Context: an optimization exercise on an open-source flow, tuned for small area, a short achievable clock period and few clock cycles per item. The choices shown serve that exercise and are no tape-out recipe.
Where RTL was checked, it was by simulation tests only, not by an equivalence proof against the original.
Power and IR drop assume default switching activity.

// four_key_debounce_long_press_events
module four_key_debounce_long_press_events #(
  parameter int TIME_BITS = fkd_pkg::TIME_BITS_DEF
) (
  input  logic                         clk,
  input  logic                         rst_n,
  input  logic                         in_valid,
  output logic                         in_ready,
  input  logic                         in_operation,
  input  logic [fkd_pkg::NOW_W-1:0]    in_now_time,
  input  logic [fkd_pkg::NUM_KEYS-1:0] in_raw_pressed,
  output logic                         out_valid,
  input  logic                         out_ready,
  output logic [fkd_pkg::EV_W-1:0]     out_event_code,
  output logic [fkd_pkg::NUM_KEYS-1:0] out_stable_keys,
  input  logic                         cfg_valid,
  output logic                         cfg_ready,
  input  logic [fkd_pkg::CFG_IDX_W-1:0] cfg_index,
  input  logic [fkd_pkg::MS_W-1:0]     cfg_data
);
For scale: roughly 1200 cells after synthesis, about 230 flip-flops, roughly 70 I/O pins.
clock: 13.0 ns
lec_check: 0
cap_margin: 20
core_margin: 2
core_utilization: 55
cts_buf_list: sky130_fd_sc_hd__clkbuf_16
cts_cluster_diameter: 80
cts_cluster_size: 25
slew_margin: 20
standard.sh (not shown) runs the stock make flow with config.mk's settings and CLKGATE_MAP_FILE= SYNTH_SCRIPT=/design/flow/synth_recipe.tcl, a recipe that flattens the netlist after the stock synthesis.
==> flow/flow/run.sh <==
#!/bin/bash
# Own layout flow: the standard flow (standard synthesis unchanged), with
# timing repair aimed below the clock period, strong output port buffers and
# small input port buffers. Each tool's output goes to the logs under orfs/.
set -euo pipefail
here=$(pwd)
export SETUP_SLACK_MARGIN=${SETUP_SLACK_MARGIN:-9.45}
export BUFFER_PORTS_ARGS="-buffer_cell sky130_fd_sc_hd__buf_4"
export PRE_RESIZE_TCL=$here/flow/ports.tcl
bash standard.sh > std_flow.log 2>&1
==> flow/flow/ports.tcl <==
# Sourced before the placement resize step: the input ports keep their own
# buffer, but the smallest one; timing repair upsizes any that need it.
foreach inst [get_cells input*] {
  if { [get_property [get_lib_cells -of_objects $inst] name] == "sky130_fd_sc_hd__buf_4" } {
    replace_cell $inst sky130_fd_sc_hd__buf_1
  }
}
The first run completed without violations.
Edit:
--- a/flow/flow/run.sh
+++ b/flow/flow/run.sh
@@ -7 +7 @@
-export SETUP_SLACK_MARGIN=${SETUP_SLACK_MARGIN:-9.45}
+export SETUP_SLACK_MARGIN=${SETUP_SLACK_MARGIN:-9.6}
Power climbs by 3.5%.
Utilization rises by 3.6 points.
Non-clock buffer count rises by 40.
Setup slack is better by 0.024 ns.
Sequential cell count stays the same.
Cell area grows by 5.5%.
Via count went up by about 1.8%.
Function was not checked in any run of this note: the RTL went through the layout flow alone.

========
Another version of the RTL of four_key_debounce_long_press_events (not shown whole).
For scale: ~1300 cells after synthesis, about 240 flip-flops, roughly 70 I/O pins.
clock: 13.0 ns
lec_check: 0
cap_margin: 20
core_margin: 2
core_utilization: 55
cts_buf_list: sky130_fd_sc_hd__clkbuf_16
cts_cluster_diameter: 100
cts_cluster_size: 30
slew_margin: 20
==> flow/flow/run.sh <==
#!/bin/bash
# Own layout flow: the standard flow (standard synthesis unchanged), with
# timing repair aimed below the clock period, strong output port buffers and
# small input port buffers. Each tool's output goes to the logs under orfs/.
set -euo pipefail
here=$(pwd)
export SETUP_SLACK_MARGIN=${SETUP_SLACK_MARGIN:-9.35}
export BUFFER_PORTS_ARGS="-buffer_cell sky130_fd_sc_hd__buf_4"
export PRE_RESIZE_TCL=$here/flow/ports.tcl
bash standard.sh > std_flow.log 2>&1
Scripts as last shown in full above: flow/flow/ports.tcl
Testbench counts at the start, summed over its fixed seeds: cycles 32,016, items 32,000.
==> next run, changes <==
--- a/flow/flow/run.sh
+++ b/flow/flow/run.sh
@@ -7 +7 @@
-export SETUP_SLACK_MARGIN=${SETUP_SLACK_MARGIN:-9.35}
+export SETUP_SLACK_MARGIN=${SETUP_SLACK_MARGIN:-9.45}
Effect: Setup slack gets better by 0.043 ns; clock skew went down by 0.014 ns; fmax goes up by about 1.2%; core utilization rises by 1.4 points; via count went up by about 1.2%; flip-flop and latch count is unchanged; synthesized cell count is unchanged; count of clock-buffer cells in the layout grows by 1; die area is unchanged; power went up by about 1.7%.
==> next run, changes <==
--- a/flow/flow/run.sh
+++ b/flow/flow/run.sh
@@ -7 +7 @@
-export SETUP_SLACK_MARGIN=${SETUP_SLACK_MARGIN:-9.45}
+export SETUP_SLACK_MARGIN=${SETUP_SLACK_MARGIN:-9.2}
The new run ran to the end with no violations.
Count of clock-buffer cells in the layout fell by 1.
Routed wire length fell by 1.7%.
Via count fell by 2.0%.

========
rev 12:
four_key_debounce_long_press_events, a different RTL version from the one above (not shown whole).
Size: ~240 flip-flops, roughly 70 I/O pins, ~13,000 um2 of cells after synthesis.
clock: 13.0 ns
lec_check: 0
cap_margin: 20
core_margin: 2
core_utilization: 65
cts_buf_list: sky130_fd_sc_hd__clkbuf_16
cts_cluster_diameter: 80
cts_cluster_size: 25
slew_margin: 20
==> flow/flow/run.sh <==
#!/bin/bash
# Own layout flow: the standard flow (standard synthesis unchanged), with
# timing repair aimed below the clock period, strong output port buffers and
# small input port buffers. Each tool's output goes to the logs under orfs/.
set -euo pipefail
here=$(pwd)
export SETUP_SLACK_MARGIN=${SETUP_SLACK_MARGIN:-9.6}
export BUFFER_PORTS_ARGS="-buffer_cell sky130_fd_sc_hd__buf_4"
export PRE_RESIZE_TCL=$here/flow/ports.tcl
bash standard.sh > std_flow.log 2>&1
Scripts as last shown in full above: flow/flow/ports.tcl
Testbench counts of rev 12, summed over its fixed seeds: cycles 32,016, items 32,000.
Modified inputs, rev 13 compared to rev 12
- changing CORE_UTILIZATION from 65 to 55
Results
Relative to rev 12, rev 13 improves total number of vias.
The run with more routed wire is rev 13, not rev 12.
NOTE global-route wire length before repair rev 12->rev 13 increased by a few percent
Rev 12: PASS, flow complete, no timing, DRC or antenna violations
Rev 13 reached the end of the flow, and the finished layout is clean on the timing, design-rule and antenna checks.
According to the power report, total power for rev 13 is higher than for rev 12.

========
## build 72
four_key_debounce_long_press_events, a different RTL version from the one above (not shown whole).
Size in the first run: ~1400 cells after synthesis, ~240 flip-flops, ~70 I/O pins, about 14000 um2 of cells after synthesis.
export LEC_CHECK = 0
export CAP_MARGIN = 20
export CORE_MARGIN = 2
export CORE_UTILIZATION = 40
export SLEW_MARGIN = 20
create_clock -name core_clock -period 13.0 [get_ports {clk}]
==> flow/flow/run.sh <==
#!/bin/bash
# Own layout flow: the standard flow (standard synthesis unchanged), with
# timing repair aimed below the clock period and stronger port buffers.
set -euo pipefail
export SETUP_SLACK_MARGIN=${SETUP_SLACK_MARGIN:-10.2}
export BUFFER_PORTS_ARGS="-buffer_cell sky130_fd_sc_hd__buf_4"
bash standard.sh > std_flow.log 2>&1
Testbench counts of build 72, summed over its fixed seeds: cycles 32,016, items 32,000.
Setup changes, build 72 to build 33
==> flow/run.sh (new file) <==
#!/bin/bash
# synth_recipe.tcl (not shown) runs the flow's synth.tcl, then flattens the netlist and writes it again
# the make line also repeats each setting of config.mk as NAME=value (left out here)
make -C /OpenROAD-flow-scripts/flow DESIGN_CONFIG=/design/flow/config.mk WORK_HOME=/design/flow/orfs CLKGATE_MAP_FILE= SYNTH_SCRIPT=/design/flow/synth_recipe.tcl finish
removed: flow/flow/run.sh
removed: flow/standard.sh
Results
In the metrics for build 72 and build 33, the one carrying the lower non-clock buffer count is build 33.
Post-layout minimum cycle time: lower on build 72
Delta (build 33 minus build 72): portion of the clock cycle consumed by the worst path in the final layout now larger; core utilization lower; power consumption went down 7.4%.
Register-to-register slack ends up higher on build 72.
Build 33 falls short of build 72 in post-route worst setup slack.
Compare build 72 and build 33 | part of the power in registers higher: build 33

========
four_key_debounce_long_press_events, a different RTL version from the one above (not shown whole).
Size in the first run: about 70 I/O pins, roughly 14,000 sq um of cells after synthesis.
Settings: LEC_CHECK=0, CAP_MARGIN=20, CORE_MARGIN=2, CORE_UTILIZATION=55, CTS_BUF_LIST=sky130_fd_sc_hd__clkbuf_16, CTS_CLUSTER_DIAMETER=80, CTS_CLUSTER_SIZE=25, SLEW_MARGIN=20; clock period 13.0 ns.
==> flow/flow/run.sh <==
#!/bin/bash
# Own layout flow: the standard flow (standard synthesis unchanged), with
# timing repair aimed below the clock period, strong output port buffers and
# small input port buffers. Each tool's output goes to the logs under orfs/.
set -euo pipefail
here=$(pwd)
export SETUP_SLACK_MARGIN=${SETUP_SLACK_MARGIN:-9.6}
export BUFFER_PORTS_ARGS="-buffer_cell sky130_fd_sc_hd__buf_4"
export PRE_RESIZE_TCL=$here/flow/ports.tcl
bash standard.sh > std_flow.log 2>&1
Scripts as last shown in full above: flow/flow/ports.tcl
Next try:
--- a/flow/flow/run.sh
+++ b/flow/flow/run.sh
@@ -7 +7 @@
-export SETUP_SLACK_MARGIN=${SETUP_SLACK_MARGIN:-9.6}
+export SETUP_SLACK_MARGIN=${SETUP_SLACK_MARGIN:-9.45}
- CTS_CLUSTER_DIAMETER: 80 -> 100
- CTS_CLUSTER_SIZE: 25 -> 30
After rerunning: Die area stays the same. Cell area drops by 2.8%. Routed wire length decreases by 2.6%. Via count came out lower by 1.5%. Clock-buffer cell count came out lower by 1. Hold slack gets better by 0.0052 ns. Synthesized cell count stays the same.
Next try:
- CTS_CLUSTER_DIAMETER: 100 -> 80
- CTS_CLUSTER_SIZE: 30 -> 25
Outcome: Global-route usage goes up by 0.19 points; power goes up by a few percent; final area goes up slightly; clock-buffer cell count goes up by 1.
Next try:
--- a/flow/flow/run.sh
+++ b/flow/flow/run.sh
@@ -7 +7 @@
-export SETUP_SLACK_MARGIN=${SETUP_SLACK_MARGIN:-9.45}
+export SETUP_SLACK_MARGIN=${SETUP_SLACK_MARGIN:-9.35}
Effect: Area after synthesis stays the same; routed wire length barely changes; register-to-register slack got worse by 0.06 ns; power falls by about 0.3%; cell count came out lower by 0.48%; sequential power hardly moves; die area does not change.
No functional check of the RTL was part of any run of this note.

========
RTL: one of the versions met above, not the one the previous note started from.
For scale: roughly 1400 cells after synthesis, about 240 flip-flops, about 70 I/O pins, roughly 14000 um^2 of cells after synthesis.
clock: 13.0 ns
lec_check: 0
cap_margin: 20
core_margin: 2
core_utilization: 40
slew_margin: 20
==> flow/flow/run.sh <==
#!/bin/bash
# Own layout flow: the standard flow (standard synthesis unchanged), with
# timing repair aimed below the clock period and stronger port buffers.
set -euo pipefail
export SETUP_SLACK_MARGIN=${SETUP_SLACK_MARGIN:-9}
export BUFFER_PORTS_ARGS="-buffer_cell sky130_fd_sc_hd__buf_4"
bash standard.sh > std_flow.log 2>&1
Testbench counts at the start, summed over its fixed seeds: cycles 32,016, items 32,000.
Then changed:
--- a/flow/flow/run.sh
+++ b/flow/flow/run.sh
@@ -4,3 +4,3 @@
 set -euo pipefail
-export SETUP_SLACK_MARGIN=${SETUP_SLACK_MARGIN:-9}
+export SETUP_SLACK_MARGIN=${SETUP_SLACK_MARGIN:-9.6}
 export BUFFER_PORTS_ARGS="-buffer_cell sky130_fd_sc_hd__buf_4"
Outcome: Worst setup slack improved by 0.075 ns. Global-route usage drops by 0.39 points. Design area climbs by 1.5%. Synthesized cell count stays the same. Fmax climbs by 1.9%.

-- port drivers added, routing unchanged --
In the flow no input, the clock included, has a driving cell. The finished layouts below were timed again as built, in two steps.
Step 1: set_driving_cell puts a clkbuf_16 on clk and a buf_2 on each other input, an assumption about the parent block.
Step 2 adds t to the input delays and takes it off the output delays; t is the mean of the earliest and latest rising clock arrival at the registers after step 1. Input paths then give back, and output paths get back, about the clock's delay inside the block.
Slacks: ideal / step 1 / step 2; pairs: ideal / step 1.
run | t (ns) | setup slack, ns | latest minus earliest clock arrival (ns) | worst data-port slew with drivers (ns) | cell pins on the clock port's net
the first run of note 1 | 0.542 | 9.403 / 9.378 / 8.890 | 0.029 / 0.029 | 0.06 | 1
the second run of note 1 | 0.540 | 9.427 / 9.379 / 8.975 | 0.020 / 0.019 | 0.06 | 1
the first run of note 2 | 0.524 | 9.412 / 9.367 / 9.178 | 0.026 / 0.025 | 0.04 | 1
the second run of note 2 | 0.531 | 9.455 / 9.408 / 9.000 | 0.013 / 0.012 | 0.04 | 1
the third run of note 2 | 0.524 | 9.338 / 9.294 / 9.057 | 0.023 / 0.023 | 0.04 | 1
rev 12 | 0.532 | 9.446 / 9.398 / 9.109 | 0.029 / 0.029 | 0.04 | 1
rev 13 | 0.536 | 9.435 / 9.388 / 9.130 | 0.021 / 0.021 | 0.04 | 1
build 72 | 0.603 | 9.015 / 9.015 / 9.015 | 0.021 / 0.021 | 0.07 | 1
build 33 | 0.606 | 8.026 / 8.026 / 8.026 | 0.026 / 0.026 | 0.05 | 1
the first run of note 5 | 0.550 | 9.429 / 9.382 / 9.221 | 0.027 / 0.027 | 0.03 | 1
the second run of note 5 | 0.524 | 9.443 / 9.396 / 9.163 | 0.024 / 0.025 | 0.03 | 1
the third run of note 5 | 0.543 | 9.426 / 9.376 / 9.150 | 0.047 / 0.047 | 0.04 | 1
the fourth run of note 5 | 0.544 | 9.396 / 9.346 / 9.156 | 0.048 / 0.048 | 0.04 | 1
the first run of note 6 | 0.607 | 8.974 / 8.974 / 8.746 | 0.011 / 0.012 | 0.05 | 1
the second run of note 6 | 0.602 | 9.049 / 9.049 / 9.049 | 0.028 / 0.028 | 0.04 | 1
After both steps setup and hold are still met in every run listed. For the first run of note 1, which loses most, drivers alone change the setup slack by -0.025 ns; drivers and shift together by -0.513 ns.
